From an optimization exercise on the open Yosys and OpenROAD flow, aimed at small area, a short achievable clock period and few clock cycles; shortcuts taken in it are not production practice. Where RTL was checked, it was by simulation tests only, not by an equivalence proof against the original. Power figures rest on the tool's default switching activity, not on a simulated workload.

== P ==
==> flow/design.v <==
module rs_serial #(
    parameter int AM = 2
) (
    input  logic        i_clk,
    input  logic        i_rst_n,
    input  logic        i_load,
    input  logic [4:0]  i_pend,
    input  logic [15:0] i_x,
    input  logic [15:0] i_y,
    input  logic [15:0] i_right,
    input  logic [15:0] i_bottom,
    input  logic [15:0] i_cx,
    input  logic [15:0] i_cy,
    input  logic [15:0] i_cr,
    input  logic [15:0] i_cb,
    input  logic        i_sum,
    input  logic [15:0] i_cw,
    input  logic [15:0] i_ch,
    output logic [16:0] o_cr,
    output logic [16:0] o_cb,
    output logic        o_free,
    output logic        o_valid,
    input  logic        i_ready,
    output logic [15:0] o_x,
    output logic [15:0] o_y,
    output logic [15:0] o_width,
    output logic [15:0] o_height,
    output logic [2:0]  o_side,
    output logic        o_last
);
    logic [15:0] r_x, r_y, r_r, r_b;
    logic [4:0]  r_cur;
    logic [4:1]  r_rest;
    logic [4:0]  ld_cur, nx_cur;
    logic [4:1]  ld_rest, nx_rest;
    logic        busy, last, move;
    logic        r_busy, r_last;
    function automatic logic [4:0] first(input logic [4:0] p);
        if (p[0])      first = 5'b00001;
        else if (p[1]) first = 5'b00010;
        else if (p[2]) first = 5'b00100;
        else if (p[3]) first = 5'b01000;
        else           first = {p[4], 4'b0000};
    endfunction
    assign ld_cur  = first(i_pend);
    assign ld_rest = i_pend[4:1] & ~ld_cur[4:1];
    assign nx_cur  = first({r_rest, 1'b0});
    assign nx_rest = r_rest & ~nx_cur[4:1];
    assign busy    = r_busy;
    assign last    = r_last;
    assign move    = busy && (!o_valid || i_ready);
    assign o_free  = !busy || (move && last);
    always_ff @(posedge i_clk) begin
        if (!i_rst_n) begin
            r_cur  <= '0;
            r_rest <= '0;
            r_busy <= 1'b0;
            r_last <= 1'b1;
        end else if (i_load) begin
            r_cur  <= ld_cur;
            r_rest <= ld_rest;
            r_busy <= (i_pend != 5'b00000);
            r_last <= (ld_rest == 4'b0000);
        end else if (move) begin
            r_cur  <= nx_cur;
            r_rest <= nx_rest;
            r_busy <= !last;
            r_last <= (nx_rest == 4'b0000);
        end
    end
    always_ff @(posedge i_clk) begin
        if (i_load || (move && r_cur[1])) r_y <= i_load ? i_y : i_cy;
        if (i_load || (move && r_cur[2])) r_b <= i_load ? i_bottom : i_cb;
        if (i_load) begin
            r_x <= i_x;
            r_r <= i_right;
        end
    end
    logic [15:0] n_x, n_y, wa, ha;
    logic [16:0] ws, hs;
    assign n_x = r_cur[4] ? i_cr : r_x;
    assign n_y = r_cur[2] ? i_cb : r_y;
    assign wa  = (r_cur[3] || i_sum) ? i_cx : r_r;
    assign ha  = (r_cur[1] || i_sum) ? i_cy : r_b;
    rs_add #(.N(16), .MODE(AM)) u_w (.i_a(wa), .i_b(i_sum ? i_cw : ~n_x), .i_cin(!i_sum), .o_s(ws));
    rs_add #(.N(16), .MODE(AM)) u_h (.i_a(ha), .i_b(i_sum ? i_ch : ~n_y), .i_cin(!i_sum), .o_s(hs));
    assign o_cr = ws;
    assign o_cb = hs;
    always_ff @(posedge i_clk) begin
        if (!i_rst_n) begin
            o_valid <= 1'b0;
        end else if (move) begin
            o_valid <= 1'b1;
        end else if (i_ready) begin
            o_valid <= 1'b0;
        end
    end
    always_ff @(posedge i_clk) begin
        if (move) begin
            o_x      <= n_x;
            o_y      <= n_y;
            o_width  <= ws[15:0];
            o_height <= hs[15:0];
            o_side   <= {r_cur[4], r_cur[2] || r_cur[3], r_cur[1] || r_cur[3]};
            o_last   <= last;
        end
    end
endmodule
module rs_carry #(
    parameter int N    = 16,
    parameter int MODE = 0
) (
    input  logic [N-1:0] i_g,
    input  logic [N-1:0] i_p,
    input  logic         i_cin,
    output logic [N:0]   o_c
);
    localparam int L = $clog2(N + 1);
    logic [N:0] g;
    logic [N:0] p;
    always_comb begin
        g = {i_g, i_cin};
        p = {i_p, 1'b0};
        if (MODE == 0) begin
            for (int l = 0; l < L; l++) begin
                for (int i = N; i >= 0; i--) begin
                    if (((i >> l) & 1) == 1) begin
                        g[i] = g[i] | (p[i] & g[((i >> l) << l) - 1]);
                        p[i] = p[i] & p[((i >> l) << l) - 1];
                    end
                end
            end
        end else if (MODE == 1) begin
            for (int i = 1; i <= N; i++) begin
                g[i] = g[i] | (p[i] & g[i-1]);
            end
        end else begin
            for (int d = 1; d <= N; d = d * 2) begin
                for (int i = 2 * d - 1; i <= N; i = i + 2 * d) begin
                    g[i] = g[i] | (p[i] & g[i-d]);
                    p[i] = p[i] & p[i-d];
                end
            end
            for (int d = 1 << L; d >= 1; d = d / 2) begin
                for (int i = 3 * d - 1; i <= N; i = i + 2 * d) begin
                    g[i] = g[i] | (p[i] & g[i-d]);
                    p[i] = p[i] & p[i-d];
                end
            end
        end
        o_c = g;
    end
endmodule
module rs_add #(
    parameter int N    = 16,
    parameter int MODE = 0
) (
    input  logic [N-1:0] i_a,
    input  logic [N-1:0] i_b,
    input  logic         i_cin,
    output logic [N:0]   o_s
);
    logic [N:0] c;
    rs_carry #(.N(N), .MODE(MODE)) u_c (.i_g(i_a & i_b), .i_p(i_a ^ i_b), .i_cin(i_cin), .o_c(c));
    assign o_s = {c[N], (i_a ^ i_b) ^ c[N-1:0]};
endmodule
module rs_cmp #(
    parameter int N    = 16,
    parameter int MODE = 0
) (
    input  logic [N-1:0] i_a,
    input  logic [N-1:0] i_b,
    input  logic         i_ge,
    output logic         o_gt
);
    logic [N:0] c;
    rs_carry #(.N(N), .MODE(MODE)) u_c (.i_g(i_a & ~i_b), .i_p(i_a | ~i_b), .i_cin(i_ge), .o_c(c));
    assign o_gt = c[N];
endmodule
module rs_cmp3 #(
    parameter int N    = 16,
    parameter int MODE = 0
) (
    input  logic [N-1:0] i_a,
    input  logic [N-1:0] i_b,
    input  logic [N:0]   i_c,
    input  logic         i_ge,
    output logic         o_gt
);
    logic [N:0] n, s, k, k2;
    logic [N+1:0] c;
    assign n  = ~i_c;
    assign s  = {1'b0, i_a} ^ {1'b0, i_b} ^ n;
    assign k  = ({1'b0, i_a} & {1'b0, i_b}) | ({1'b0, i_a} & n) | ({1'b0, i_b} & n);
    assign k2 = {k[N-1:0], 1'b0};
    rs_carry #(.N(N+1), .MODE(MODE)) u_c (.i_g(s & k2), .i_p(s | k2), .i_cin(i_ge), .o_c(c));
    assign o_gt = c[N+1];
endmodule
module rectangle_subtract (
    input  logic        i_clk,
    input  logic        i_rst_n,
    input  logic        i_rect_valid,
    output logic        o_rect_ready,
    input  logic [15:0] i_rect_x,
    input  logic [15:0] i_rect_y,
    input  logic [15:0] i_rect_width,
    input  logic [15:0] i_rect_height,
    input  logic        i_cfg_valid,
    output logic        o_cfg_ready,
    input  logic [1:0]  i_cfg_index,
    input  logic [15:0] i_cfg_data,
    output logic        o_piece_valid,
    input  logic        i_piece_ready,
    output logic [15:0] o_piece_x,
    output logic [15:0] o_piece_y,
    output logic [15:0] o_piece_width,
    output logic [15:0] o_piece_height,
    output logic [2:0]  o_piece_side,
    output logic        o_piece_last
);
    localparam int IM = 0;
    logic [15:0] r_cx, r_cy, r_cw, r_ch;
    logic [16:0] r_cr, r_cb, cr_s, cb_s;
    logic        r_wr;
    assign o_cfg_ready = 1'b1;
    always_ff @(posedge i_clk) begin
        if (!i_rst_n || (i_cfg_valid && i_cfg_index == 2'd0)) r_cx <= i_rst_n ? i_cfg_data : '0;
        if (!i_rst_n || (i_cfg_valid && i_cfg_index == 2'd1)) r_cy <= i_rst_n ? i_cfg_data : '0;
        if (!i_rst_n || (i_cfg_valid && i_cfg_index == 2'd2)) r_cw <= i_rst_n ? i_cfg_data : '0;
        if (!i_rst_n || (i_cfg_valid && i_cfg_index == 2'd3)) r_ch <= i_rst_n ? i_cfg_data : '0;
    end
    always_ff @(posedge i_clk) begin
        if (r_wr) begin
            r_cr <= cr_s;
            r_cb <= cb_s;
        end
        r_wr <= !i_rst_n || i_cfg_valid;
    end
    logic [16:0] in_rr, in_rb;
    logic        in_top, in_bot, in_left, in_right, in_cont, in_ovl, in_hpos;
    logic        ov_l, ov_t, ov_r, ov_b;
    logic [4:0]  in_pend;
    rs_add #(.N(16), .MODE(IM)) u_rr (.i_a(i_rect_x), .i_b(i_rect_width), .i_cin(1'b0), .o_s(in_rr));
    rs_add #(.N(16), .MODE(IM)) u_rb (.i_a(i_rect_y), .i_b(i_rect_height), .i_cin(1'b0), .o_s(in_rb));
    rs_cmp #(.N(16)) u_top (.i_a(r_cy), .i_b(i_rect_y), .i_ge(1'b0), .o_gt(in_top));
    rs_cmp #(.N(16)) u_lft (.i_a(r_cx), .i_b(i_rect_x), .i_ge(1'b0), .o_gt(in_left));
    rs_cmp3 #(.N(16)) u_bot (.i_a(i_rect_y), .i_b(i_rect_height), .i_c(r_cb), .i_ge(1'b0), .o_gt(in_bot));
    rs_cmp3 #(.N(16)) u_rgt (.i_a(i_rect_x), .i_b(i_rect_width), .i_c(r_cr), .i_ge(1'b0), .o_gt(in_right));
    rs_cmp3 #(.N(16)) u_ovl (.i_a(i_rect_x), .i_b(i_rect_width), .i_c({1'b0, r_cx}), .i_ge(1'b0), .o_gt(ov_l));
    rs_cmp3 #(.N(16)) u_ovt (.i_a(i_rect_y), .i_b(i_rect_height), .i_c({1'b0, r_cy}), .i_ge(1'b0), .o_gt(ov_t));
    rs_cmp #(.N(17)) u_ovr (.i_a(r_cr), .i_b({1'b0, i_rect_x}), .i_ge(1'b0), .o_gt(ov_r));
    rs_cmp #(.N(17)) u_ovb (.i_a(r_cb), .i_b({1'b0, i_rect_y}), .i_ge(1'b0), .o_gt(ov_b));
    assign in_cont  = !in_top && !in_left && !in_bot && !in_right;
    assign in_ovl   = ov_l && ov_t && ov_r && ov_b;
    assign in_hpos  = (r_ch != 16'd0) && (i_rect_height != 16'd0);
    assign in_pend  = in_cont ? 5'b00000 :
                      !in_ovl ? 5'b00001 :
                      {in_right && in_hpos, in_left && in_hpos, in_bot, in_top, 1'b0};
    logic       rfree, accept;
    logic       r_cq;
    rs_serial u_rs_serial (
        .i_clk    (i_clk),
        .i_rst_n  (i_rst_n),
        .i_load   (accept),
        .i_pend   (in_pend),
        .i_x      (i_rect_x),
        .i_y      (i_rect_y),
        .i_right  (in_rr[15:0]),
        .i_bottom (in_rb[15:0]),
        .i_cx     (r_cx),
        .i_cy     (r_cy),
        .i_cr     (r_cr[15:0]),
        .i_cb     (r_cb[15:0]),
        .i_sum    (r_wr),
        .i_cw     (r_cw),
        .i_ch     (r_ch),
        .o_cr     (cr_s),
        .o_cb     (cb_s),
        .o_free   (rfree),
        .o_valid  (o_piece_valid),
        .i_ready  (i_piece_ready),
        .o_x      (o_piece_x),
        .o_y      (o_piece_y),
        .o_width  (o_piece_width),
        .o_height (o_piece_height),
        .o_side   (o_piece_side),
        .o_last   (o_piece_last)
    );
    assign accept       = i_rect_valid && rfree && !r_wr;
    assign o_rect_ready = (rfree && !r_wr) || r_cq;
    always_ff @(posedge i_clk) begin
        if (!i_rst_n) begin
            r_cq <= 1'b0;
        end else begin
            r_cq <= i_rect_valid && !o_rect_ready && !r_wr && in_cont;
        end
    end
endmodule
export LEC_CHECK = 0
export CAP_MARGIN = 20
export CORE_MARGIN = 2
export CORE_UTILIZATION = 40
export CTS_BUF_LIST = sky130_fd_sc_hd__clkbuf_8
export SETUP_SLACK_MARGIN = 2.0
export SLEW_MARGIN = 20
create_clock -name core_clock -period 5.0 [get_ports {i_clk}]
standard.sh (not shown) runs the stock make flow with config.mk's settings and CLKGATE_MAP_FILE= SYNTH_SCRIPT=/design/flow/synth_recipe.tcl, a recipe that flattens the netlist after the stock synthesis.
==> flow/flow/run.sh <==
#!/bin/bash
# Own layout flow: the standard layout (standard.sh, unchanged synthesis,
# floorplan, power grid, placement, CTS and routing), except that the port
# buffers that global placement inserts on every input and output are plain
# sky130_fd_sc_hd__buf_2 cells instead of the delay-buffer cell buffer_ports
# picks by default. The full output of the run goes to standard.log here;
# each ORFS step's own log is under orfs/logs/.
set -euo pipefail
export BUFFER_PORTS_ARGS="-buffer_cell sky130_fd_sc_hd__buf_2"
bash standard.sh > standard.log 2>&1
Looking at the reports, P completed the entire flow and the layout it produced met the timing, DRC and antenna checks.
## Diff of input files: Q against P
diff --git a/flow/design.v b/flow/design.v
--- a/flow/design.v
+++ b/flow/design.v
@@ -113,11 +113,12 @@
     input  logic [N-1:0] i_g,
     input  logic [N-1:0] i_p,
     input  logic         i_cin,
     output logic [N:0]   o_c
 );
-    localparam int L = $clog2(N + 1);
+    localparam int L = (N + 1 <= 2) ? 1 : (N + 1 <= 4) ? 2 : (N + 1 <= 8) ? 3 :
+                       (N + 1 <= 16) ? 4 : (N + 1 <= 32) ? 5 : 6;
     logic [N:0] g;
     logic [N:0] p;
     always_comb begin
         g = {i_g, i_cin};
         p = {i_p, 1'b0};
--- outcome ---
- Q against P: net count after synthesis comparable, post-route core utilization comparable, non-filler instance count after layout comparable.
- Comparing P against Q, there is no change at all in worst slew margin relative to its limit.
- Diff P -> Q: routed wire length about even, largest buffer count on any clock path about even, total power about even, synthesis-to-layout area growth about even, via count about even.
- Q -> P: total stage count of the critical path delta 0, exact match
- P → Q: summed area of non-filler cells in the final layout did not really move, wire length of the first global-routing pass has remained practically unchanged, vias per cell about even.
- Diff P..Q | setup slack of the critical path after layout | unchanged
Testbench counts of Q, summed over its fixed seeds: cycles 25,044.
The RTL of P was laid out without a check of its function.

* * *

the baseline:
Starts from the design.v that is shown in full above.
clock: 5.0 ns
lec_check: 0
cap_margin: 20
core_margin: 2
core_utilization: 40
setup_slack_margin: 2.5
slew_margin: 20
run.sh (not shown) runs the stock make flow with config.mk's settings and CLKGATE_MAP_FILE= SYNTH_SCRIPT=/design/flow/synth_recipe.tcl, a recipe that flattens the netlist after the stock synthesis.
Stock flow here: none of the scripts above is used.
Input changes introduced in the candidate (baseline for comparison: the baseline):
--- a/flow/design.v
+++ b/flow/design.v
@@ -31,44 +31,37 @@
     logic [15:0] r_x, r_y, r_r, r_b;
     logic [4:0]  r_cur;
     logic [4:1]  r_rest;
     logic [4:0]  ld_cur, nx_cur;
     logic [4:1]  ld_rest, nx_rest;
     logic        busy, last, move;
-    logic        r_busy, r_last;
     function automatic logic [4:0] first(input logic [4:0] p);
         if (p[0])      first = 5'b00001;
         else if (p[1]) first = 5'b00010;
         else if (p[2]) first = 5'b00100;
         else if (p[3]) first = 5'b01000;
         else           first = {p[4], 4'b0000};
     endfunction
     assign ld_cur  = first(i_pend);
     assign ld_rest = i_pend[4:1] & ~ld_cur[4:1];
     assign nx_cur  = first({r_rest, 1'b0});
     assign nx_rest = r_rest & ~nx_cur[4:1];
-    assign busy    = r_busy;
-    assign last    = r_last;
+    assign busy    = (r_cur != 5'b00000);
+    assign last    = (r_rest == 4'b0000);
     assign move    = busy && (!o_valid || i_ready);
     assign o_free  = !busy || (move && last);
     always_ff @(posedge i_clk) begin
         if (!i_rst_n) begin
             r_cur  <= '0;
             r_rest <= '0;
-            r_busy <= 1'b0;
-            r_last <= 1'b1;
         end else if (i_load) begin
             r_cur  <= ld_cur;
             r_rest <= ld_rest;
-            r_busy <= (i_pend != 5'b00000);
-            r_last <= (ld_rest == 4'b0000);
         end else if (move) begin
             r_cur  <= nx_cur;
             r_rest <= nx_rest;
-            r_busy <= !last;
-            r_last <= (nx_rest == 4'b0000);
         end
     end
     always_ff @(posedge i_clk) begin
         if (i_load || (move && r_cur[1])) r_y <= i_load ? i_y : i_cy;
         if (i_load || (move && r_cur[2])) r_b <= i_load ? i_bottom : i_cb;
         if (i_load) begin
--- outcome ---
- [the candidate vs the baseline] wire length of the first global-routing pass: lower in the candidate
- Summary of the candidate over the baseline: internal cell power now larger; post-route fraction of the period consumed by the critical path higher; post-cts gate resize count fell by 47; met3 wire length went up 16%.
- Looking at remaining max-slew budget at the tightest pin, the candidate sits 4.8 points higher than the baseline does.
- Number of cells in the design after placement ends up higher on the candidate.
- Timing endpoint of the critical path: u_rs_serial.o_width[15] -> the candidate, r_cr[14] -> the baseline
- The candidate has register-to-register setup slack below what the baseline had.
- Delta (the candidate minus the baseline): layout overhead on the synthesized area down 1.1 points, inverter count up 5, net count after synthesis flat, setup slack down 0.077 ns.
- Compared with the baseline, the candidate shows a relative contribution of the clock network to total power that is 0.7 points lower.
No run of this note included a check of the RTL's function; only the layout flow was run.

[afterwards: timing with drivers on the ports]
Ports are ideal in the flow. The routed layouts listed here were re-timed in OpenROAD. Step 1 assumes that a clkbuf_16 drives the clock port and a buf_2 every other input. Step 2 adds t to the input delays and takes it off the output delays; t is the mean of the earliest and latest rising clock arrival at the registers after step 1. Input paths then give back, and output paths get back, about the clock's delay inside the block. Three values: ideal, step 1, step 2; two values: the first two.
| run | shift t [ns] | setup slack, ns | hold WS [ns] | worst data-port slew with drivers (ns) | pins driven straight from the clock port |
|---|---|---|---|---|---|
| P | 0.611 | 1.735 / 1.735 / 1.388 | 0.512 / 0.512 / 0.512 | 0.06 | 1 |
| Q | 0.611 | 1.735 / 1.735 / 1.388 | 0.512 / 0.512 / 0.512 | 0.06 | 1 |
| the baseline | 0.593 | 1.684 / 1.684 / 1.294 | 0.544 / 0.544 / 0.544 | 0.07 | 1 |
| the candidate | 0.610 | 1.607 / 1.607 / 1.330 | 0.549 / 0.549 / 0.549 | 0.08 | 1 |
After both steps every run listed still meets setup and hold. For the baseline, which loses most, drivers alone change the setup slack by 0.000 ns; drivers and shift together by -0.390 ns.
